This is an optimization exercise on Yosys and OpenROAD, whose aim is small area and a short achievable clock period, not a production implementation. Power is estimated from default activity; no workload was simulated.

==> flow/design.v <==
`default_nettype none
module psram_spi_responder #(
    parameter int         ADDR_W = 8,
    parameter logic [7:0] MF_ID  = 8'h0D,
    parameter logic [7:0] KGD_ID = 8'h5D
) (
    input  logic sys_clk,
    input  logic sys_reset_n,
    input  logic ce_n,
    input  logic sclk,
    input  logic si,
    output logic so,
    output logic so_oe,
    output logic busy,
    output logic rst_evt,
    output logic cmd_err
);
    localparam int DEPTH = 256;
    typedef enum logic [2:0] {
        S_IDLE, S_CMD, S_ADDR, S_RD, S_WR, S_ID, S_IGNORE
    } state_t;
    typedef enum logic [1:0] {K_RD, K_WR, K_ID} kind_t;
    logic [1:0]        ce_sync_q;
    logic [2:0]        sclk_sync_q;
    logic [1:0]        si_sync_q;
    state_t            state_q;
    kind_t             kind_q;
    logic [4:0]        bitcnt_q;
    logic [6:0]        sh_q;
    logic [6:0]        out_sh_q;
    logic [2:0]        outcnt_q;
    logic [1:0]        id_idx_q;
    logic              reset_armed_q;
    logic              so_q, so_oe_q, busy_q, rst_evt_q, cmd_err_q;
    logic              we_q;
    logic [7:0]        rot_q;       
    logic [7:0]        pos_q;       
    logic              sel_q;       
    logic [7:0]        c0_q, c1_q;  
    logic              pend_q;      
    logic [7:0]        wdata_q;
    logic [8*DEPTH-1:0] ring_q;
    logic [7:0]        ins_q;       
    logic              ce_s, sclk_rise, sclk_fall, si_s;
    logic [7:0]        byte_in;
    logic [7:0]        tap;
    logic [7:0]        cur_byte;
    logic [7:0]        out_byte;
    logic              advance, load_pos, ins;
    assign ce_s      = ce_sync_q[1];
    assign si_s      = si_sync_q[1];
    assign sclk_rise =  sclk_sync_q[1] & ~sclk_sync_q[2];
    assign sclk_fall = ~sclk_sync_q[1] &  sclk_sync_q[2];
    assign byte_in   = {sh_q, si_s};
    assign tap      = ring_q[{pos_q[7:3], 3'b000, 3'b000} +: 8];
    assign cur_byte = sel_q ? c1_q : c0_q;
    always_comb begin
        out_byte = cur_byte;
        if (state_q == S_ID) begin
            case (id_idx_q)
                2'd0:    out_byte = MF_ID;
                2'd1:    out_byte = KGD_ID;
                default: out_byte = 8'h00;
            endcase
        end
    end
    always_ff @(posedge sys_clk or negedge sys_reset_n) begin
        if (!sys_reset_n) begin
            ce_sync_q   <= 2'b11;
            sclk_sync_q <= '0;
            si_sync_q   <= '0;
        end else begin
            ce_sync_q   <= {ce_sync_q[0], ce_n};
            sclk_sync_q <= {sclk_sync_q[1:0], sclk};
            si_sync_q   <= {si_sync_q[0], si};
        end
    end
    assign load_pos = !ce_s && state_q == S_ADDR && sclk_rise && bitcnt_q == 5'd22;
    assign advance  = !ce_s && ((state_q == S_RD && sclk_fall && outcnt_q == 3'd0) ||
                                (state_q == S_WR && sclk_rise && bitcnt_q == 5'd7));
    always_ff @(posedge sys_clk or negedge sys_reset_n) begin
        if (!sys_reset_n) begin
            state_q       <= S_IDLE;
            kind_q        <= K_RD;
            bitcnt_q      <= '0;
            sh_q          <= '0;
            out_sh_q      <= '0;
            outcnt_q      <= '0;
            id_idx_q      <= '0;
            reset_armed_q <= 1'b0;
            so_q          <= 1'b0;
            so_oe_q       <= 1'b0;
            busy_q        <= 1'b0;
            rst_evt_q     <= 1'b0;
            cmd_err_q     <= 1'b0;
            we_q          <= 1'b0;
        end else begin
            rst_evt_q <= 1'b0;
            cmd_err_q <= 1'b0;
            we_q      <= 1'b0;
            if (ce_s) begin
                state_q  <= S_IDLE;
                so_q     <= 1'b0;
                so_oe_q  <= 1'b0;
                busy_q   <= 1'b0;
                bitcnt_q <= '0;
                outcnt_q <= '0;
            end else begin
                busy_q <= 1'b1;
                if (sclk_rise)
                    sh_q <= byte_in[6:0];
                case (state_q)
                    S_IDLE: begin
                        state_q  <= S_CMD;
                        bitcnt_q <= '0;
                    end
                    S_CMD: if (sclk_rise) begin
                        bitcnt_q <= bitcnt_q + 5'd1;
                        if (bitcnt_q == 5'd7) begin
                            bitcnt_q      <= '0;
                            reset_armed_q <= 1'b0;
                            state_q       <= S_IGNORE;
                            case (byte_in)
                                8'h03: begin kind_q <= K_RD;  state_q <= S_ADDR; end
                                8'h02: begin kind_q <= K_WR;  state_q <= S_ADDR; end
                                8'h9F: begin kind_q <= K_ID;  state_q <= S_ADDR; end
                                8'h66: reset_armed_q <= 1'b1;
                                8'h99: if (reset_armed_q) rst_evt_q <= 1'b1;
                                default: cmd_err_q <= 1'b1;
                            endcase
                        end
                    end
                    S_ADDR: if (sclk_rise) begin
                        bitcnt_q <= bitcnt_q + 5'd1;
                        if (bitcnt_q == 5'd23) begin
                            bitcnt_q <= '0;
                            outcnt_q <= '0;
                            id_idx_q <= '0;
                            case (kind_q)
                                K_WR:    state_q <= S_WR;
                                K_ID:    state_q <= S_ID;
                                default: state_q <= S_RD;
                            endcase
                        end
                    end
                    S_RD, S_ID: if (sclk_fall) begin
                        so_oe_q  <= 1'b1;
                        outcnt_q <= outcnt_q + 3'd1;
                        if (outcnt_q == 3'd0) begin
                            so_q     <= out_byte[7];
                            out_sh_q <= out_byte[6:0];
                        end else begin
                            so_q     <= out_sh_q[6];
                            out_sh_q <= {out_sh_q[5:0], 1'b0};
                        end
                        if (outcnt_q == 3'd7 && state_q == S_ID && id_idx_q != 2'd2)
                            id_idx_q <= id_idx_q + 2'd1;
                    end
                    S_WR: if (sclk_rise) begin
                        bitcnt_q <= bitcnt_q + 5'd1;
                        if (bitcnt_q == 5'd7) begin
                            bitcnt_q <= '0;
                            we_q     <= 1'b1;
                        end
                    end
                    S_IGNORE: ;
                    default: state_q <= S_IDLE;
                endcase
            end
        end
    end
    assign ins = (we_q | pend_q) && pos_q[4:0] == 5'd0;
    always_ff @(posedge sys_clk) begin
        rot_q  <= rot_q + 8'd1;
        for (int k = 0; k < 8; k++)
            ins_q[k] <= ins && pos_q[7:5] == 3'(k);
        pend_q <= (we_q | pend_q) & ~(pos_q[4:0] == 5'd0);
        if (load_pos)
            pos_q <= {sh_q[5:0], si_s, 1'b1} + rot_q;
        else if (advance)
            pos_q <= pos_q + {6'd0, sel_q, ~sel_q};
        else
            pos_q <= pos_q + 8'd1;
        if (advance)
            sel_q <= 1'b1;
        else if (!ce_s && state_q == S_ADDR && sclk_rise && bitcnt_q == 5'd23)
            sel_q <= si_s;
        if (pos_q[2:0] == 3'd1) c0_q <= tap;
        if (pos_q[2:0] == 3'd0) c1_q <= tap;
        if (!ce_s && state_q == S_WR && sclk_rise && bitcnt_q == 5'd7)
            wdata_q <= byte_in;
    end
    genvar p;
    generate
        for (p = 0; p < DEPTH; p++) begin : g_ring
            if (p % 32 == 1) begin : g_ins
                always_ff @(posedge sys_clk)
                    ring_q[8*p +: 8] <= ins_q[p / 32] ? wdata_q
                                        : ring_q[8*((p + DEPTH - 1) % DEPTH) +: 8];
            end else begin : g_sh
                always_ff @(posedge sys_clk)
                    ring_q[8*p +: 8] <= ring_q[8*(p - 1) +: 8];
            end
        end
    endgenerate
    assign so      = so_q;
    assign so_oe   = so_oe_q;
    assign busy    = busy_q;
    assign rst_evt = rst_evt_q;
    assign cmd_err = cmd_err_q;
endmodule
`default_nettype wire
==> flow/config.mk <==
export PLATFORM = sky130hd
export DESIGN_NAME = psram_spi_responder
export DESIGN_NICKNAME = psram_spi_responder
export VERILOG_FILES = /design/flow/design.v
export SDC_FILE = /design/flow/constraint.sdc
export NUM_CORES = 4
export LEC_CHECK = 0
export CAP_MARGIN = 20
export CORE_MARGIN = 2
export CORE_UTILIZATION = 65
export SETUP_SLACK_MARGIN = 2.7
export SLEW_MARGIN = 20
==> flow/constraint.sdc <==
create_clock -name core_clock -period 5.0 [get_ports {sys_clk}]
set_input_delay 1.0000 -clock core_clock [delete_from_list [all_inputs] [get_ports {sys_clk}]]
set_output_delay 1.0000 -clock core_clock [all_outputs]
set_load 0.01 [all_outputs]
run.sh (not shown) runs the stock make flow with config.mk's settings and CLKGATE_MAP_FILE= SYNTH_SCRIPT=/design/flow/synth_recipe.tcl, a recipe that flattens the netlist after the stock synthesis.
Then changed:
Settings changed: CTS_BUF_LIST from default to sky130_fd_sc_hd__clkbuf_4 sky130_fd_sc_hd__clkbuf_8, CTS_CLUSTER_SIZE from default to 30.
=>
- clock-buffer cell count rises by 208
- design area stays flat
- via count rose by 3.2%
Then changed:
Settings changed: CORE_UTILIZATION 65 to 70, CTS_BUF_LIST sky130_fd_sc_hd__clkbuf_4 sky130_fd_sc_hd__clkbuf_8 to sky130_fd_sc_hd__clkbuf_8 sky130_fd_sc_hd__clkbuf_16, CTS_CLUSTER_DIAMETER from default to 40, CTS_CLUSTER_SIZE 30 to 25.
=> The new run passed the timing, design-rule and antenna checks. First-iteration DRC count fell by 0.36%. Cell area came out lower by 2.2%. Routed wire length grows by 2.4%. Fmax came out lower by 1.0%. Worst setup slack gets worse by 0.025 ns. Sequential power stays flat. Hold slack improves by 0.026 ns. Synthesized area stays the same. Clock skew fell by 0.035 ns.
No functional check of the RTL was part of any run of this note.

[static timing again, ports no longer ideal]
The flow's constraints put no driver on any port. The routed layouts listed below were extracted and timed again, unchanged, in two steps. Step 1 sets driving cells, clkbuf_16 on the clock port and buf_2 on the other inputs (assumed; they add their load-dependent delay and slew). Step 2 also shifts input and output timing later by t, the mid clock arrival at the registers, as if the neighbouring blocks saw the same clock. a / b / c = ideal / step 1 / step 2; a / b = the first two.
run | shift t [ns] | setup slack, ns | worst setup path after step 2 | latest minus earliest clock arrival (ns) | worst slew at a driven data input, ns
the first run | 0.792 | 2.600 / 2.600 / 2.600 | register to register | 0.025 / 0.026 | 0.04
the second run | 0.916 | 2.612 / 2.597 / 2.612 | register to register | 0.066 / 0.066 | 0.03
the third run | 0.772 | 2.587 / 2.587 / 2.587 | register to register | 0.042 / 0.042 | 0.04
After both steps setup and hold are still met in every run listed.
